Context: an optimization exercise on an open-source flow, tuned for small area, a short achievable clock period and few clock cycles per item. The choices shown serve that exercise and are no tape-out recipe.
RTL that was checked went through simulation tests only; none was proved equivalent to the original.

==> 09-16 <==
// trailing_moving_average
module trailing_moving_average (
    input  wire logic                              i_clk,
    input  wire logic                              i_rst_n,
    input  wire logic                              i_valid,
    output logic                                   o_stall,
    input  wire logic signed [tma_pkg::DATA_W-1:0] i_sample,
    input  wire logic                              i_first_of_set,
    output logic                                   o_valid,
    input  wire logic                              i_stall,
    output logic signed [tma_pkg::DATA_W-1:0]      o_average,
    input  wire logic                              i_cfg_valid,
    output logic                                   o_cfg_ready,
    input  wire logic [tma_pkg::CFG_W-1:0]         i_cfg_data
);
clock: 8.0 ns
lec_check: 0
abc_clock_period_in_ps: 3400
cap_margin: 20
core_margin: 2
core_utilization: 40
setup_slack_margin: 4.6
slew_margin: 20
run.sh (not shown) runs the stock make flow with config.mk's settings and CLKGATE_MAP_FILE= SYNTH_SCRIPT=/design/flow/synth_recipe.tcl, a recipe that flattens the netlist after the stock synthesis.
==> 12-19 (differences from 09-16) <==
==> flow/design.v (replaced) <==
`timescale 1ns / 1ps
`default_nettype none
package tma_pkg;
    localparam int MAX_WINDOW = 64;
    localparam int DATA_W     = 32;
    localparam int CFG_W      = 7;
    localparam int SLOT_W     = $clog2(MAX_WINDOW);
    localparam int CNT_W      = $clog2(MAX_WINDOW + 1);
    localparam int SUM_W      = DATA_W + SLOT_W;
    localparam int ITER_W     = $clog2(SUM_W);
    localparam logic [CFG_W-1:0] WINDOW_RESET = CFG_W'(4);
    typedef struct packed {
        logic cfg_write;
        logic accept;
        logic read_old;
        logic update;
        logic div_load;
        logic div_step;
        logic out_load;
    } t_ctrl_cmd;
    typedef struct packed {
        logic div_last;
    } t_dp_status;
    function automatic logic [CNT_W-1:0] eff_window(input logic [CFG_W-1:0] v);
        logic [CNT_W-1:0] w;
        if (v == '0) begin
            w = CNT_W'(1);
        end else if (int'(v) > MAX_WINDOW) begin
            w = CNT_W'(MAX_WINDOW);
        end else begin
            w = CNT_W'(v);
        end
        eff_window = w;
    endfunction
endpackage
`default_nettype wire
`timescale 1ns / 1ps
`default_nettype none
module trailing_moving_average (
    input  wire logic                              i_clk,
    input  wire logic                              i_rst_n,
    input  wire logic                              i_valid,
    output logic                                   o_stall,
    input  wire logic signed [tma_pkg::DATA_W-1:0] i_sample,
    input  wire logic                              i_first_of_set,
    output logic                                   o_valid,
    input  wire logic                              i_stall,
    output logic signed [tma_pkg::DATA_W-1:0]      o_average,
    input  wire logic                              i_cfg_valid,
    output logic                                   o_cfg_ready,
    input  wire logic [tma_pkg::CFG_W-1:0]         i_cfg_data
);
    localparam int DW    = 32;
    localparam int SW    = 38;
    localparam int LW    = 6;               
    localparam int DIV_S = DW / 2;          
    logic en;       
    logic sk_v;     
    assign o_stall     = sk_v;
    assign o_cfg_ready = !sk_v;
    logic [LW-1:0] wm1;                
    logic [LW:0]   fill;               
    logic [LW:0]   f;
    logic          full;
    logic [LW-1:0] g_m1;
    assign f    = i_first_of_set ? '0 : fill;
    assign full = !i_first_of_set && (fill > {1'b0, wm1});
    assign g_m1 = (i_cfg_data == 7'd0) ? 6'd0 : (i_cfg_data >= 7'd64) ? 6'd63 : 6'(i_cfg_data - 7'd1);
    always_ff @(posedge i_clk) begin
        if (!i_rst_n) begin
            wm1  <= 6'd3;
            fill <= '0;
        end else if (en) begin
            if (i_cfg_valid) begin
                wm1  <= g_m1;
                fill <= '0;
            end else if (i_valid) begin
                fill <= i_first_of_set ? 7'd1 : full ? fill : fill + 7'd1;
            end
        end
    end
    logic [DW-1:0] so [LW+1];          
    logic [DW-1:0] last;               
    assign so[0] = i_sample;
    for (genvar i = 0; i < LW; i++) begin : g_seg
        localparam int J = LW - 1 - i;
        localparam int L = 1 << J;
        logic [DW-1:0] e [L];
        always_ff @(posedge i_clk) begin
            if (en && i_valid) begin
                e[0] <= so[i];
                for (int k = 1; k < L; k++) begin
                    e[k] <= e[k-1];
                end
            end
        end
        assign so[i+1] = wm1[J] ? e[L-1] : so[i];
    end
    always_ff @(posedge i_clk) begin
        if (en && i_valid) begin
            last <= so[LW];
        end
    end
    logic          v2, clr2;
    logic [DW:0]   dl2;
    logic [LW-1:0] m2;                 
    logic [DW:0]   dl_full;
    assign dl_full = {i_sample[DW-1], i_sample} - {last[DW-1], last};
    always_ff @(posedge i_clk) begin
        if (!i_rst_n) begin
            v2 <= 1'b0;
        end else if (en) begin
            v2 <= i_valid;
        end
    end
    always_ff @(posedge i_clk) begin
        if (en) begin
            dl2  <= full ? dl_full : {i_sample[DW-1], i_sample};
            clr2 <= i_first_of_set || (fill == '0);
            m2   <= full ? wm1 : f[LW-1:0];
        end
    end
    logic          v3;
    logic [SW-1:0] sum;
    logic [LW-1:0] m3;
    logic [LW+1:0] c3;                 
    logic [SW-1:0] base;
    logic [SW-1:0] dl_x;
    logic [DW-1:0] lo;                 
    logic [LW:0]   s_hi0, s_hi1;       
    assign base = clr2 ? '0 : sum;
    assign dl_x = {{(SW-DW-1){dl2[DW]}}, dl2};
    assign lo   = {1'b0, base[DW-2:0]} + {1'b0, dl_x[DW-2:0]};
    assign s_hi0 = base[SW-1:DW-1] + dl_x[SW-1:DW-1];
    assign s_hi1 = base[SW-1:DW-1] + dl_x[SW-1:DW-1] + 7'd1;
    always_ff @(posedge i_clk) begin
        if (!i_rst_n) begin
            v3 <= 1'b0;
        end else if (en) begin
            v3 <= v2;
        end
    end
    always_ff @(posedge i_clk) begin
        if (en) begin
            m3 <= m2;
            c3 <= {1'b0, m2, 1'b0} + {2'b00, m2} + 8'd2;
            if (v2) begin
                sum <= {lo[DW-1] ? s_hi1 : s_hi0, lo[DW-2:0]};
            end
        end
    end
    logic          dv [DIV_S];
    logic [5:0]    dr [DIV_S];
    logic [DW-1:0] dx [DIV_S];
    logic [LW-1:0] dm [DIV_S];
    logic [LW+1:0] dc [DIV_S];
    for (genvar s = 0; s < DIV_S; s++) begin : g_div
        logic          iv;
        logic [LW-1:0] im;
        logic [LW+1:0] ic;
        logic [5:0]    r1;
        logic [DW-3:0] x1;
        logic [1:0]    q;
        if (s == 0) begin : g_first
            logic [8:0] t0, e3, e1;
            assign iv = v3;
            assign im = m3;
            assign ic = c3;
            assign x1 = sum[DW-3:0];
            assign t0 = {sum[SW-1], sum[SW-1:DW-2]};
            assign e3 = t0 + ~{3'b000, im};                      
            assign e1 = t0 + {3'b000, im} + 9'd1;                
            always_comb begin
                if (!e3[8]) begin
                    q  = 2'd3;
                    r1 = e3[5:0];
                end else if (!t0[8]) begin
                    q  = 2'd2;
                    r1 = t0[5:0];
                end else if (!e1[8]) begin
                    q  = 2'd1;
                    r1 = e1[5:0];
                end else begin
                    q  = 2'd0;
                    r1 = t0[5:0] + {im[4:0], 1'b0} + 6'd2;       
                end
            end
        end else begin : g_next
            logic [7:0] trial;
            logic [8:0] d1, d2, d3;
            assign iv    = dv[s-1];
            assign im    = dm[s-1];
            assign ic    = dc[s-1];
            assign x1    = dx[s-1][DW-3:0];
            assign trial = {dr[s-1], dx[s-1][DW-1:DW-2]};
            assign d1    = {1'b0, trial} + ~{3'b000, im};           
            assign d2    = {1'b0, trial} + ~{2'b00, im, 1'b1};       
            assign d3    = {1'b0, trial} + ~{1'b0, ic};              
            always_comb begin
                if (!d3[8]) begin
                    q  = 2'd3;
                    r1 = d3[5:0];
                end else if (!d2[8]) begin
                    q  = 2'd2;
                    r1 = d2[5:0];
                end else if (!d1[8]) begin
                    q  = 2'd1;
                    r1 = d1[5:0];
                end else begin
                    q  = 2'd0;
                    r1 = trial[5:0];
                end
            end
        end
        always_ff @(posedge i_clk) begin
            if (!i_rst_n) begin
                dv[s] <= 1'b0;
            end else if (en) begin
                dv[s] <= iv;
            end
        end
        always_ff @(posedge i_clk) begin
            if (en) begin
                dr[s] <= r1;
                dx[s] <= {x1, q};
                dm[s] <= im;
                dc[s] <= ic;
            end
        end
    end
    logic          vl;
    logic [DW-1:0] res;
    logic          out_v;
    logic [DW-1:0] out_d, sk_d;
    logic          pop, push;
    assign vl   = dv[DIV_S-1];
    assign res  = {~dx[DIV_S-1][DW-1], dx[DIV_S-1][DW-2:0]}
                + {31'd0, !dx[DIV_S-1][DW-1] && (dr[DIV_S-1] != '0)};
    assign pop  = out_v && !i_stall;
    assign push = en && vl;
    always_ff @(posedge i_clk) begin
        if (!i_rst_n) begin
            out_v <= 1'b0;
            sk_v  <= 1'b0;
            en    <= 1'b1;
        end else begin
            out_v <= pop ? (sk_v || push) : (out_v || push);
            sk_v  <= sk_v ? !pop : (out_v && !pop && push);
            en    <= sk_v ? pop : !(out_v && !pop && push);
        end
    end
    always_ff @(posedge i_clk) begin
        if (!out_v || !i_stall) begin
            out_d <= sk_v ? sk_d : res;
        end
        if (en) begin
            sk_d <= res;
        end
    end
    assign o_valid   = out_v;
    assign o_average = out_d;
endmodule
`default_nettype wire
Settings changed: ABC_CLOCK_PERIOD_IN_PS 3400 to not set, CTS_CLUSTER_DIAMETER set to 100, CTS_CLUSTER_SIZE set to 24, SETUP_SLACK_MARGIN 4.6 to 5.
==> results.sh <==
export IMPL_dr_wl_met2_um=80400
export IMPL_post_cts_resized=483
export IMPL_wl_per_cell_um=17.4
export IMPL_crit_path_max_fanout=5
export IMPL_clkCellAreaFrac_pct=3.52
export IMPL_reg2reg_to="sum[28]$_DFFE_PP_"
export IMPL_syn_to_final_growth_pct=11.6
export IMPL_grtUsageMet1_pct=17.4
export IMPL_synthAdderAreaFrac_pct=5.32
export IMPL_dp_cells=9699
export IMPL_start_util_pct=40.2
export IMPL_wl_met3_um=5660
export IMPL_worstHoldEndpoint="g_seg[1].e[7][31]$_DFFE_PP_"
export IMPL_p_comb_share_pct=18.3
export IMPL_multi_input_area_share_pct=17.3
export IMPL_outcome="finished clean"
export IMPL_power_switching_mw=8.76
export IMPL_nNetsFinal=6754
export IMPL_r2r_start="clr2$_DFFE_PP_"
# the run above: 12-19

==> results.sh <==
export IMPL_outcome="finished clean"
export IMPL_multi_input_area_share_pct=17.6
export IMPL_dp_cells=9700
export IMPL_r2r_start="dm[5][0]$_DFFE_PP_"
export IMPL_synthAdderAreaFrac_pct=4.97
export IMPL_dr_wl_met2_um=79900
export IMPL_wl_per_cell_um=16.9
export IMPL_nNetsFinal=6957
export IMPL_clkCellAreaFrac_pct=7.56
export IMPL_reg2reg_to="dr[6][0]$_DFFE_PP_"
export IMPL_syn_to_final_growth_pct=17.5
export IMPL_crit_path_max_fanout=3
export IMPL_p_comb_share_pct=23.7
export IMPL_post_cts_resized=394
export IMPL_drv_cap=0
# the run above: 09-16

Testbench counts of 12-19, summed over its fixed seeds: cycles 4,976, items 4,800.
Function not checked in 09-16: the RTL went through the layout flow alone.

[re-timing with driven ports]
Ports are ideal in the flow. The routed layouts listed here were re-timed in OpenROAD. Step 1: set_driving_cell puts a clkbuf_16 on i_clk and a buf_2 on each other input, an assumption about the parent block. Step 2, shift: input delay + t, output delay - t, t = (earliest + latest rising clock arrival at the registers) / 2. This alone moves slack from input paths to output paths. Slacks: ideal ports / drivers / drivers and shift; pairs: ideal ports / drivers.
run	shift t [ns]	slack for setup (ns)	hold slack, ns	worst data-port slew with drivers (ns)	cell pins on the clock port's net
09-16	0.919	4.236 / 4.236 / 4.236	0.386 / 0.386 / 0.386	0.08	1
12-19	0.897	4.620 / 4.620 / 3.821	0.386 / 0.386 / 0.386	0.13	1
After both steps setup and hold are still met in every run listed. For 12-19, which loses most, drivers alone change the setup slack by 0.000 ns; drivers and shift together by -0.799 ns.
